Context: an optimization exercise on an open-source flow, tuned for a short achievable clock period and few clock cycles per item. The choices shown serve that exercise and are no tape-out recipe. The RTL was checked by simulation tests, not by an equivalence proof against the original design. Power is estimated from default activity; no workload was simulated.

==> job 6003 <==
// sha1_stream_hasher
module sha1_stream_hasher #(
   parameter int QUEUE_DEPTH = 8
) (
   input  logic        clock,
   input  logic        reset,
   input  logic        req_valid,
   output logic        req_stall,
   input  logic [7:0]  req_data_byte,
   input  logic        req_has_byte,
   input  logic        req_last,
   output logic        rsp_valid,
   input  logic        rsp_stall,
   output logic [31:0] rsp_digest_word_a,
   output logic [31:0] rsp_digest_word_b,
   output logic [31:0] rsp_digest_word_c,
   output logic [31:0] rsp_digest_word_d,
   output logic [31:0] rsp_digest_word_e
);
clock: 8.0 ns
lec_check: 0
cap_margin: 20
core_margin: 2
core_utilization: 40
setup_slack_margin: 5
slew_margin: 20
run.sh (not shown) runs the stock make flow with config.mk's settings and CLKGATE_MAP_FILE= SYNTH_SCRIPT=/design/flow/synth_recipe.tcl, a recipe that flattens the netlist after the stock synthesis.
==> inputs of job 9454, as changes to job 6003 <==
--- a/flow/design.v
+++ b/flow/design.v
@@ -247,28 +247,30 @@
    localparam logic [WORD_W-1:0] P_NEW = H3_INIT + K_CH;
    logic [WORD_W-1:0] a_ff, b_ff, c_ff, d_ff;
    logic [WORD_W-1:0] q_ff, p_ff, kw_ff, f1_ff, f0_ff, y_ff;
    logic [WORD_W-1:0] h_ff   [5];
    logic [WORD_W-1:0] hk3_ff, hk4_ff;    
    logic [WORD_W-1:0] hw3_ff, hw4_ff;    
    logic [WORD_W-1:0] yh_ff, kwh_ff, ph_ff, qh_ff;
-   logic [WORD_W-1:0] nb_ff, nc_ff, nd_ff, nq_ff, np_ff;
+   logic [WORD_W-1:0] s_ff, nc_ff, nd_ff, np_ff;
    logic [WORD_W-1:0] win_ff [16];       
    logic [WORD_W-1:0] bw_ff  [3];
    logic              rdy_ff;
    logic [WORD_W-1:0] dig_ff [5];
    logic [6:0]        rnd_ff;
    logic              r77_ff;            
+   logic              r78_ff;            
    logic              last_ff;           
    logic              prep_ff;           
    logic              fin_ff;            
    logic              ch_ff, maj_ff;     
    logic              rsp_valid_ff;
    logic [WORD_W-1:0] blk_w [16];
-   logic [WORD_W-1:0] t_val, q_next, p_next, kw_next, y_next, f_sel, nf_sel;
+   logic [WORD_W-1:0] t_val, q_next, p_next, kw_next, y_next, f_sel;
+   logic [WORD_W-1:0] nc_next, nd_next;
    logic [WORD_W-1:0] sum4;
    logic [2*WORD_W-1:0] f_pair;
    logic [6:0]        rnd_in, r4;
    logic              step, step_last, emit, take, take_cont, take_new;
    always_comb begin
       for (int i = 0; i < 16; i++) begin
          blk_w[i] = blk_words[511 - 32*i -: 32];
@@ -279,48 +281,52 @@
    assign emit      = step_last && fin_ff;
    assign take      = (step_last || prep_ff) && rdy_ff;
    assign take_cont = take && !fin_ff;
    assign take_new  = take && fin_ff;
    assign blk_take  = take;
    always_comb begin
       for (int i = 0; i < WORD_W; i++) begin
-         f_sel[i]  = a_ff[i] ? f1_ff[i] : f0_ff[i];
-         nf_sel[i] = nb_ff[i] ? nc_ff[i] : nd_ff[i];
+         f_sel[i] = s_ff[i] ? f1_ff[i] : f0_ff[i];
       end
    end
    assign t_val   = rotl5(a_ff) + q_ff;
    assign q_next  = f_sel + p_ff;
+   assign nc_next = h_ff[2] + rotl30(a_ff);
+   assign nd_next = h_ff[3] + rotl30(b_ff);
    assign p_next  = c_ff + kw_ff;
    assign kw_next = y_ff + win_ff[3];
    assign f_pair  = f_split(ch_ff, maj_ff, rotl30(a_ff), rotl30(b_ff));
    assign sum4    = h_ff[4] + d_ff;
    assign rnd_in = take ? 7'd0 : rnd_ff + 1'b1;
    assign r4     = rnd_in + 7'd3;
    assign y_next = (rnd_in == 7'd76) ? (h_ff[0] + K_P2) : k_fn(r4);
    always_ff @(posedge clock) begin
       if (reset) begin
          prep_ff      <= 1'b1;
          rdy_ff       <= 1'b0;
          r77_ff       <= 1'b0;
+         r78_ff       <= 1'b0;
          last_ff      <= 1'b0;
          fin_ff       <= 1'b1;
          rsp_valid_ff <= 1'b0;
       end else begin
          rsp_valid_ff <= emit || (rsp_valid_ff && rsp_stall);
          rdy_ff       <= blk_ready && !take;
          if (step) begin
             r77_ff  <= (rnd_ff == 7'd76);
+            r78_ff  <= (rnd_ff == 7'd77);
             last_ff <= (rnd_ff == 7'd78);
          end
          if (step_last && !rdy_ff) begin
             last_ff <= 1'b0;
             prep_ff <= 1'b1;
          end
          if (take) begin
             r77_ff  <= 1'b0;
+            r78_ff  <= 1'b0;
             last_ff <= 1'b0;
             prep_ff <= 1'b0;
             fin_ff  <= blk_final;
          end
       end
    end
    always_ff @(posedge clock) begin
@@ -333,82 +339,90 @@
          rnd_ff <= rnd_in;
          ch_ff  <= (rnd_in + 7'd2 < 7'd20);
          maj_ff <= (rnd_in + 7'd2 >= 7'd40) && (rnd_in + 7'd2 < 7'd60);
          y_ff   <= y_next;
       end
       if (step) begin
          a_ff  <= t_val;
+         s_ff  <= rotl5(a_ff) + (r78_ff ? qh_ff : q_ff);
          b_ff  <= a_ff;
          c_ff  <= rotl30(b_ff);
          d_ff  <= c_ff;
-         q_ff  <= q_next;
-         p_ff  <= p_next;
          kw_ff <= kw_next;
-         {f1_ff, f0_ff} <= f_pair;
+         if (r78_ff) begin
+            {f1_ff, f0_ff} <= {nc_next, nd_next};
+            p_ff <= hw4_ff + c_ff;
+         end else begin
+            {f1_ff, f0_ff} <= f_pair;
+            p_ff <= p_next;
+         end
          for (int i = 0; i < 15; i++) begin
             win_ff[i] <= win_ff[i + 1];
          end
          win_ff[15] <= rotl1(win_ff[13] ^ win_ff[8] ^ win_ff[2] ^ win_ff[0]);
          yh_ff  <= h_ff[1] + K_P2;
          kwh_ff <= yh_ff + win_ff[3];
          ph_ff  <= c_ff + kwh_ff;
          qh_ff  <= f_sel + ph_ff;
          if (r77_ff) begin
             hw3_ff <= hk3_ff + bw_ff[1];
             hw4_ff <= hk4_ff + bw_ff[0];
          end
-         nb_ff <= rotl5(a_ff) + qh_ff;
-         nc_ff <= h_ff[2] + rotl30(a_ff);
-         nd_ff <= h_ff[3] + rotl30(b_ff);
-         nq_ff <= hw4_ff + c_ff;
+         nc_ff <= nc_next;
+         nd_ff <= nd_next;
          np_ff <= hw3_ff + rotl30(b_ff);
       end
+      if (step || take_cont) begin
+         q_ff <= q_next;
+      end else if (take_new) begin
+         q_ff <= Q_NEW + bw_ff[0];
+      end
       if (take) begin
          for (int i = 0; i < 16; i++) begin
             win_ff[i] <= blk_w[i];
          end
          kw_ff <= K_CH + bw_ff[2];
          if (take_new) begin
             a_ff <= H0_INIT;
+            s_ff <= H0_INIT;
             b_ff <= H1_INIT;
             c_ff <= H2_INIT;
             d_ff <= H3_INIT;
-            q_ff <= Q_NEW + bw_ff[0];
             p_ff <= P_NEW + bw_ff[1];
             {f1_ff, f0_ff} <= f_split(1'b1, 1'b0, rotl30(H1_INIT), H2_INIT);
          end else begin
             a_ff <= t_val;
-            b_ff <= nb_ff;
+            s_ff <= t_val;
+            b_ff <= s_ff;
             c_ff <= nc_ff;
             d_ff <= nd_ff;
-            q_ff <= nf_sel + nq_ff;
             p_ff <= np_ff;
-            {f1_ff, f0_ff} <= f_split(1'b1, 1'b0, rotl30(nb_ff), nc_ff);
+            {f1_ff, f0_ff} <= f_split(1'b1, 1'b0, rotl30(s_ff), nc_ff);
          end
       end
    end
    always_ff @(posedge clock) begin
       if (reset || emit) begin
          h_ff[0] <= H0_INIT;
          h_ff[1] <= H1_INIT;
          h_ff[2] <= H2_INIT;
          h_ff[3] <= H3_INIT;
          h_ff[4] <= H4_INIT;
       end else if (take_cont) begin
          h_ff[0] <= t_val;
-         h_ff[1] <= nb_ff;
+         h_ff[1] <= s_ff;
          h_ff[2] <= nc_ff;
          h_ff[3] <= nd_ff;
          h_ff[4] <= sum4;
       end
    end
    always_ff @(posedge clock) begin
       if (emit) begin
          dig_ff[0] <= t_val;
-         dig_ff[1] <= nb_ff;
+         dig_ff[1] <= s_ff;
          dig_ff[2] <= nc_ff;
          dig_ff[3] <= nd_ff;
          dig_ff[4] <= sum4;
       end
    end
    assign rsp_valid         = rsp_valid_ff;
    assign rsp_digest_word_a = dig_ff[0];
Settings changed: PLACE_DENSITY from default to 0.72.
==> inputs of job 5767, as changes to job 6003 <==
--- a/flow/design.v
+++ b/flow/design.v
@@ -247,28 +247,30 @@
    localparam logic [WORD_W-1:0] P_NEW = H3_INIT + K_CH;
    logic [WORD_W-1:0] a_ff, b_ff, c_ff, d_ff;
    logic [WORD_W-1:0] q_ff, p_ff, kw_ff, f1_ff, f0_ff, y_ff;
    logic [WORD_W-1:0] h_ff   [5];
    logic [WORD_W-1:0] hk3_ff, hk4_ff;    
    logic [WORD_W-1:0] hw3_ff, hw4_ff;    
    logic [WORD_W-1:0] yh_ff, kwh_ff, ph_ff, qh_ff;
-   logic [WORD_W-1:0] nb_ff, nc_ff, nd_ff, nq_ff, np_ff;
+   logic [WORD_W-1:0] s_ff, nc_ff, nd_ff, np_ff;
    logic [WORD_W-1:0] win_ff [16];       
    logic [WORD_W-1:0] bw_ff  [3];
    logic              rdy_ff;
    logic [WORD_W-1:0] dig_ff [5];
    logic [6:0]        rnd_ff;
    logic              r77_ff;            
+   logic              r78_ff;            
    logic              last_ff;           
    logic              prep_ff;           
    logic              fin_ff;            
    logic              ch_ff, maj_ff;     
    logic              rsp_valid_ff;
    logic [WORD_W-1:0] blk_w [16];
-   logic [WORD_W-1:0] t_val, q_next, p_next, kw_next, y_next, f_sel, nf_sel;
+   logic [WORD_W-1:0] t_val, q_next, p_next, kw_next, y_next, f_sel;
+   logic [WORD_W-1:0] nc_next, nd_next;
    logic [WORD_W-1:0] sum4;
    logic [2*WORD_W-1:0] f_pair;
    logic [6:0]        rnd_in, r4;
    logic              step, step_last, emit, take, take_cont, take_new;
    always_comb begin
       for (int i = 0; i < 16; i++) begin
          blk_w[i] = blk_words[511 - 32*i -: 32];
@@ -279,48 +281,52 @@
    assign emit      = step_last && fin_ff;
    assign take      = (step_last || prep_ff) && rdy_ff;
    assign take_cont = take && !fin_ff;
    assign take_new  = take && fin_ff;
    assign blk_take  = take;
    always_comb begin
       for (int i = 0; i < WORD_W; i++) begin
-         f_sel[i]  = a_ff[i] ? f1_ff[i] : f0_ff[i];
-         nf_sel[i] = nb_ff[i] ? nc_ff[i] : nd_ff[i];
+         f_sel[i] = s_ff[i] ? f1_ff[i] : f0_ff[i];
       end
    end
    assign t_val   = rotl5(a_ff) + q_ff;
    assign q_next  = f_sel + p_ff;
+   assign nc_next = h_ff[2] + rotl30(a_ff);
+   assign nd_next = h_ff[3] + rotl30(b_ff);
    assign p_next  = c_ff + kw_ff;
    assign kw_next = y_ff + win_ff[3];
    assign f_pair  = f_split(ch_ff, maj_ff, rotl30(a_ff), rotl30(b_ff));
    assign sum4    = h_ff[4] + d_ff;
    assign rnd_in = take ? 7'd0 : rnd_ff + 1'b1;
    assign r4     = rnd_in + 7'd3;
    assign y_next = (rnd_in == 7'd76) ? (h_ff[0] + K_P2) : k_fn(r4);
    always_ff @(posedge clock) begin
       if (reset) begin
          prep_ff      <= 1'b1;
          rdy_ff       <= 1'b0;
          r77_ff       <= 1'b0;
+         r78_ff       <= 1'b0;
          last_ff      <= 1'b0;
          fin_ff       <= 1'b1;
          rsp_valid_ff <= 1'b0;
       end else begin
          rsp_valid_ff <= emit || (rsp_valid_ff && rsp_stall);
          rdy_ff       <= blk_ready && !take;
          if (step) begin
             r77_ff  <= (rnd_ff == 7'd76);
+            r78_ff  <= (rnd_ff == 7'd77);
             last_ff <= (rnd_ff == 7'd78);
          end
          if (step_last && !rdy_ff) begin
             last_ff <= 1'b0;
             prep_ff <= 1'b1;
          end
          if (take) begin
             r77_ff  <= 1'b0;
+            r78_ff  <= 1'b0;
             last_ff <= 1'b0;
             prep_ff <= 1'b0;
             fin_ff  <= blk_final;
          end
       end
    end
    always_ff @(posedge clock) begin
@@ -333,82 +339,90 @@
          rnd_ff <= rnd_in;
          ch_ff  <= (rnd_in + 7'd2 < 7'd20);
          maj_ff <= (rnd_in + 7'd2 >= 7'd40) && (rnd_in + 7'd2 < 7'd60);
          y_ff   <= y_next;
       end
       if (step) begin
          a_ff  <= t_val;
+         s_ff  <= rotl5(a_ff) + (r78_ff ? qh_ff : q_ff);
          b_ff  <= a_ff;
          c_ff  <= rotl30(b_ff);
          d_ff  <= c_ff;
-         q_ff  <= q_next;
-         p_ff  <= p_next;
          kw_ff <= kw_next;
-         {f1_ff, f0_ff} <= f_pair;
+         if (r78_ff) begin
+            {f1_ff, f0_ff} <= {nc_next, nd_next};
+            p_ff <= hw4_ff + c_ff;
+         end else begin
+            {f1_ff, f0_ff} <= f_pair;
+            p_ff <= p_next;
+         end
          for (int i = 0; i < 15; i++) begin
             win_ff[i] <= win_ff[i + 1];
          end
          win_ff[15] <= rotl1(win_ff[13] ^ win_ff[8] ^ win_ff[2] ^ win_ff[0]);
          yh_ff  <= h_ff[1] + K_P2;
          kwh_ff <= yh_ff + win_ff[3];
          ph_ff  <= c_ff + kwh_ff;
          qh_ff  <= f_sel + ph_ff;
          if (r77_ff) begin
             hw3_ff <= hk3_ff + bw_ff[1];
             hw4_ff <= hk4_ff + bw_ff[0];
          end
-         nb_ff <= rotl5(a_ff) + qh_ff;
-         nc_ff <= h_ff[2] + rotl30(a_ff);
-         nd_ff <= h_ff[3] + rotl30(b_ff);
-         nq_ff <= hw4_ff + c_ff;
+         nc_ff <= nc_next;
+         nd_ff <= nd_next;
          np_ff <= hw3_ff + rotl30(b_ff);
       end
+      if (step || take_cont) begin
+         q_ff <= q_next;
+      end else if (take_new) begin
+         q_ff <= Q_NEW + bw_ff[0];
+      end
       if (take) begin
          for (int i = 0; i < 16; i++) begin
             win_ff[i] <= blk_w[i];
          end
          kw_ff <= K_CH + bw_ff[2];
          if (take_new) begin
             a_ff <= H0_INIT;
+            s_ff <= H0_INIT;
             b_ff <= H1_INIT;
             c_ff <= H2_INIT;
             d_ff <= H3_INIT;
-            q_ff <= Q_NEW + bw_ff[0];
             p_ff <= P_NEW + bw_ff[1];
             {f1_ff, f0_ff} <= f_split(1'b1, 1'b0, rotl30(H1_INIT), H2_INIT);
          end else begin
             a_ff <= t_val;
-            b_ff <= nb_ff;
+            s_ff <= t_val;
+            b_ff <= s_ff;
             c_ff <= nc_ff;
             d_ff <= nd_ff;
-            q_ff <= nf_sel + nq_ff;
             p_ff <= np_ff;
-            {f1_ff, f0_ff} <= f_split(1'b1, 1'b0, rotl30(nb_ff), nc_ff);
+            {f1_ff, f0_ff} <= f_split(1'b1, 1'b0, rotl30(s_ff), nc_ff);
          end
       end
    end
    always_ff @(posedge clock) begin
       if (reset || emit) begin
          h_ff[0] <= H0_INIT;
          h_ff[1] <= H1_INIT;
          h_ff[2] <= H2_INIT;
          h_ff[3] <= H3_INIT;
          h_ff[4] <= H4_INIT;
       end else if (take_cont) begin
          h_ff[0] <= t_val;
-         h_ff[1] <= nb_ff;
+         h_ff[1] <= s_ff;
          h_ff[2] <= nc_ff;
          h_ff[3] <= nd_ff;
          h_ff[4] <= sum4;
       end
    end
    always_ff @(posedge clock) begin
       if (emit) begin
          dig_ff[0] <= t_val;
-         dig_ff[1] <= nb_ff;
+         dig_ff[1] <= s_ff;
          dig_ff[2] <= nc_ff;
          dig_ff[3] <= nd_ff;
          dig_ff[4] <= sum4;
       end
    end
    assign rsp_valid         = rsp_valid_ff;
    assign rsp_digest_word_a = dig_ff[0];
==> comparison <==
Job 9454 passed the timing, DRC and antenna checks. Job 5767 completed with no timing, DRC or antenna violations. Job 6003 finished with timing, DRC and antenna clean.
Final area, highest first: job 6003, job 5767, job 9454.
Maximum frequency: job 6003 < job 9454 < job 5767.
In job 6003 the first-iteration DRC count is higher than in job 5767, by about 10%.
In synthesized cell count, job 5767 and job 9454 do not differ.
Worst setup slack, lowest first: job 6003, job 9454, job 5767.
Non-clock buffer count, lowest first: job 6003, job 9454, job 5767.
Of job 9454 and job 6003, job 9454 has the higher hold slack (gap 0.0066 ns).
The highest total power belongs to job 6003, the lowest to job 9454.
Final cell count: job 6003 is larger than job 5767 (1.6%).
Of job 6003 and job 9454, job 6003 has the higher sequential power (gap about 4%, measured against job 9454).
==> figures <==
Run status: job 9454 no timing/DRC/antenna violations; job 6003 no timing/DRC/antenna violations; job 5767 no timing/DRC/antenna violations
Total buffers and inverters traversed by the critical path: job 9454 2; job 6003 0; job 5767 1
Yosys reg bits: job 9454 2846; job 6003 2877; job 5767 2846
Worst Hold Depth: job 9454 1; job 6003 0; job 5767 0
Pre-CTS setup slack: job 9454 2.90 ns; job 6003 2.76 ns; job 5767 2.85 ns
Vias per cell: job 9454 5.76; job 6003 5.59; job 5767 5.59
Number of clock-tree buffers in the layout: job 9454 436; job 6003 449; job 5767 460
Cell with the most instances on the worst path: job 9454 sky130_fd_sc_hd__o21a_1; job 6003 sky130_fd_sc_hd__a21o_1; job 5767 sky130_fd_sc_hd__o21a_1
Met3 wire length: job 9454 46500 um; job 6003 36300 um; job 5767 33900 um
Met1 layer wirelength in the final routing: job 9454 178000 um; job 6003 197000 um; job 5767 197000 um
Setup Fix Bufs, Post-CTS: job 9454 405; job 6003 419; job 5767 426
Crit Path Max Fanout: job 9454 3; job 6003 5; job 5767 2
Initial cell density of the core: job 9454 40.2%; job 6003 40.2%; job 5767 40.2%
Share of the yosys chip area belonging to registers: job 9454 52.5%; job 6003 52.3%; job 5767 52.5%
M3 GR Usage: job 9454 3.73%; job 6003 3.38%; job 5767 3.03%
Well Taps: job 9454 4515; job 6003 4557; job 5767 4515
Combinational share of power: job 9454 36.6%; job 6003 37.7%; job 5767 36.1%
Clock network contribution to total cell area: job 9454 6.03%; job 6003 6.22%; job 5767 6.26%
Share of cell area taken by muxes after synthesis: job 9454 5.63%; job 6003 5.25%; job 5767 5.63%
Endpoint of the most critical register-to-register path: job 9454 u_core.qh_ff[31]; job 6003 u_core.q_ff[30]; job 5767 u_core.qh_ff[31]
Library cells used by synthesis: job 9454 102; job 6003 106; job 5767 102
Power dissipated in the clock network: job 9454 14200 uW; job 6003 14800 uW; job 5767 14800 uW
Testbench counts of job 6003, summed over its fixed seeds: cycles 159,234, bytes 118,990.
Testbench counts of job 9454, summed over its fixed seeds: cycles 159,234, bytes 118,990.
Testbench counts of job 5767, summed over its fixed seeds: cycles 159,234, bytes 118,990.

[port drivers added, routing unchanged]
The results above use ideal ports. As a check the final layouts listed here were re-extracted and re-timed, cells and wires unchanged.
Step 1: set_driving_cell puts a clkbuf_16 on clock and a buf_2 on each other input, an assumption about the parent block.
Step 2 moves the port delays by t, midway between the first and last clock arrival at a register: inputs arrive t later, outputs are due t later. That takes back most of the time a late clock gives input paths.
a / b / c = no drivers / after step 1 / after step 2; a / b = the first two.
run | shift t [ns] | setup slack, ns | worst setup path at the end
job 6003 | 0.978 | 3.853 / 3.853 / 3.853 | register to register
job 9454 | 1.020 | 4.156 / 4.156 / 4.093 | input to register
job 5767 | 1.014 | 4.273 / 4.273 / 4.180 | input to register
After both steps every run listed still meets setup and hold. For job 5767, which loses most, drivers alone change the setup slack by 0.000 ns; drivers and shift together by -0.093 ns.
